This is an optimization exercise on Yosys and OpenROAD, whose aim is small area and a short achievable clock period, not a production implementation.
Only simulation tests tie the RTL to the original design; equivalence was not proved.
Power is estimated from default activity; no workload was simulated.

Setup of job 2967:
Design kws_preprocess_top, start of the top module:
module kws_preprocess_top (
  input  logic                  hclk0,
  input  logic                  hrst_b0,
  input  logic                  hsel,
  input  logic [11:0]           haddr,
  input  logic [1:0]            htrans,
  input  logic                  hwrite,
  input  logic [31:0]           hwdata,
  input  logic                  hready_in,
  output logic [31:0]           hrdata
);
For scale: ~4500 cells after synthesis, about 1500 flip-flops, ~83 I/O pins, ~64000 sq um of cells after synthesis.
export LEC_CHECK = 0
export CAP_MARGIN = 20
export CORE_MARGIN = 2
export CORE_UTILIZATION = 40
export SLEW_MARGIN = 20
create_clock -name core_clock -period 10.0 [get_ports {hclk0}]
standard.sh (not shown) runs the stock make flow with config.mk's settings and CLKGATE_MAP_FILE= SYNTH_SCRIPT=/design/flow/synth_recipe.tcl, a recipe that flattens the netlist after the stock synthesis.
==> flow/flow/run.sh <==
#!/bin/bash
# Standard layout, with timing repair aimed below the clock period:
# repair_timing works on every path with less than SETUP_SLACK_MARGIN slack.
set -euo pipefail
bash standard.sh SETUP_SLACK_MARGIN=6.5 finish > standard_flow.log 2>&1
Job 2967: full flow OK, the timing, design-rule and antenna checks passed
Modified inputs, job 551 compared to job 2967
==> flow/run.sh (new file) <==
#!/bin/bash
# synth_recipe.tcl (not shown) runs the flow's synth.tcl, then flattens the netlist and writes it again
# the make line also repeats each setting of config.mk as NAME=value (left out here)
make -C /OpenROAD-flow-scripts/flow DESIGN_CONFIG=/design/flow/config.mk WORK_HOME=/design/flow/orfs CLKGATE_MAP_FILE= SYNTH_SCRIPT=/design/flow/synth_recipe.tcl finish
removed: flow/flow/run.sh
removed: flow/standard.sh
### Flow results
Diff job 551 and job 2967: buffer share of cell area lower in job 551. Number of buffers created by CTS, job 551 and job 2967: lower on job 2967. Sort job 551 and job 2967 by worst setup slack after layout, descending, and job 2967 comes first. Compared job 2967 against job 551; wire length after detailed routing within noise. Per the comparison of job 551 with job 2967, number of nets at the end of the flow moved down, die area was more or less identical, global-route wire length before repair comparable, area growth from synthesis to layout now smaller. Global-route usage: job 551 vs job 2967 — no meaningful difference. For job 551, the slowest library cell on the worst path was sky130_fd_sc_hd__nor2_1, unlike job 2967, where it was sky130_fd_sc_hd__or3_4. Summary of job 551 over job 2967: fraction of standard cell area in multi-input logic has decreased; power has increased.
[inputs] job 9643 vs job 551
==> flow/flow/run.sh (new file) <==
#!/bin/bash
# Standard layout, with timing repair aimed below the clock period:
# repair_timing works on every path with less than SETUP_SLACK_MARGIN slack.
set -euo pipefail
bash standard.sh SETUP_SLACK_MARGIN=7.0 finish > standard_flow.log 2>&1
==> flow/standard.sh (new file) <==
#!/bin/bash
# synth_recipe.tcl (not shown) runs the flow's synth.tcl, then flattens the netlist and writes it again
# the make line also repeats each setting of config.mk as NAME=value (left out here)
make -C /OpenROAD-flow-scripts/flow DESIGN_CONFIG=/design/flow/config.mk WORK_HOME=/design/flow/orfs CLKGATE_MAP_FILE= SYNTH_SCRIPT=/design/flow/synth_recipe.tcl "${@:-finish}"
removed: flow/run.sh
Notes after the runs:
Half-perimeter wire length after placement was lower in the run labelled job 9643. Lower total power among job 9643 and job 551: job 9643. Diff job 9643 and job 551: routed metal-1 wirelength higher in job 9643. Job 9643 vs. job 551: hold slack went up; timing-limited maximum frequency went up; sequential cell count did not really move; final critical path time including I/O delays and setup went down. Job 9643 vs. job 551: register-to-register slack increased by 820 ps relative to the old numbers; final core area utilization increased by 2.3 points relative to the old numbers; summed area of non-filler cells in the final layout increased by 3600 sq um relative to the old numbers.
### job 9643 -> job 8960
- an added SETUP_SLACK_MARGIN of 5
==> flow/run.sh (new file) <==
#!/bin/bash
# synth_recipe.tcl (not shown) runs the flow's synth.tcl, then flattens the netlist and writes it again
# the make line also repeats each setting of config.mk as NAME=value (left out here)
make -C /OpenROAD-flow-scripts/flow DESIGN_CONFIG=/design/flow/config.mk WORK_HOME=/design/flow/orfs CLKGATE_MAP_FILE= SYNTH_SCRIPT=/design/flow/synth_recipe.tcl finish
removed: flow/flow/run.sh
removed: flow/standard.sh
Results
- In the tables for job 9643 and job 8960, final critical-path required period reads lower with job 9643.
- Sort job 9643 and job 8960 by power desc -> top: job 8960
- The final reports for job 8960 and job 9643 show post-layout utilization of the core lower in the former.

-- static timing again, ports no longer ideal --
Ports are ideal in the flow. The routed layouts listed here were re-timed in OpenROAD. Step 1: set_driving_cell puts a clkbuf_16 on hclk0 and a buf_2 on each other input, an assumption about the parent block. Step 2 also shifts input and output timing later by t, the mid clock arrival at the registers, as if the neighbouring blocks saw the same clock. Slacks: ideal / step 1 / step 2; pairs: ideal / step 1.
| run | t (ns) | setup slack, ns | worst slew at a driven data input, ns | pins driven straight from the clock port |
|---|---|---|---|---|
| job 2967 | 0.839 | 6.167 / 6.167 / 6.167 | 0.07 | 1 |
| job 551 | 0.853 | 5.394 / 5.394 / 5.394 | 0.04 | 1 |
| job 9643 | 0.857 | 6.211 / 6.211 / 6.211 | 0.04 | 1 |
| job 8960 | 0.853 | 5.394 / 5.394 / 5.394 | 0.04 | 1 |
After both steps every run listed still meets setup and hold.
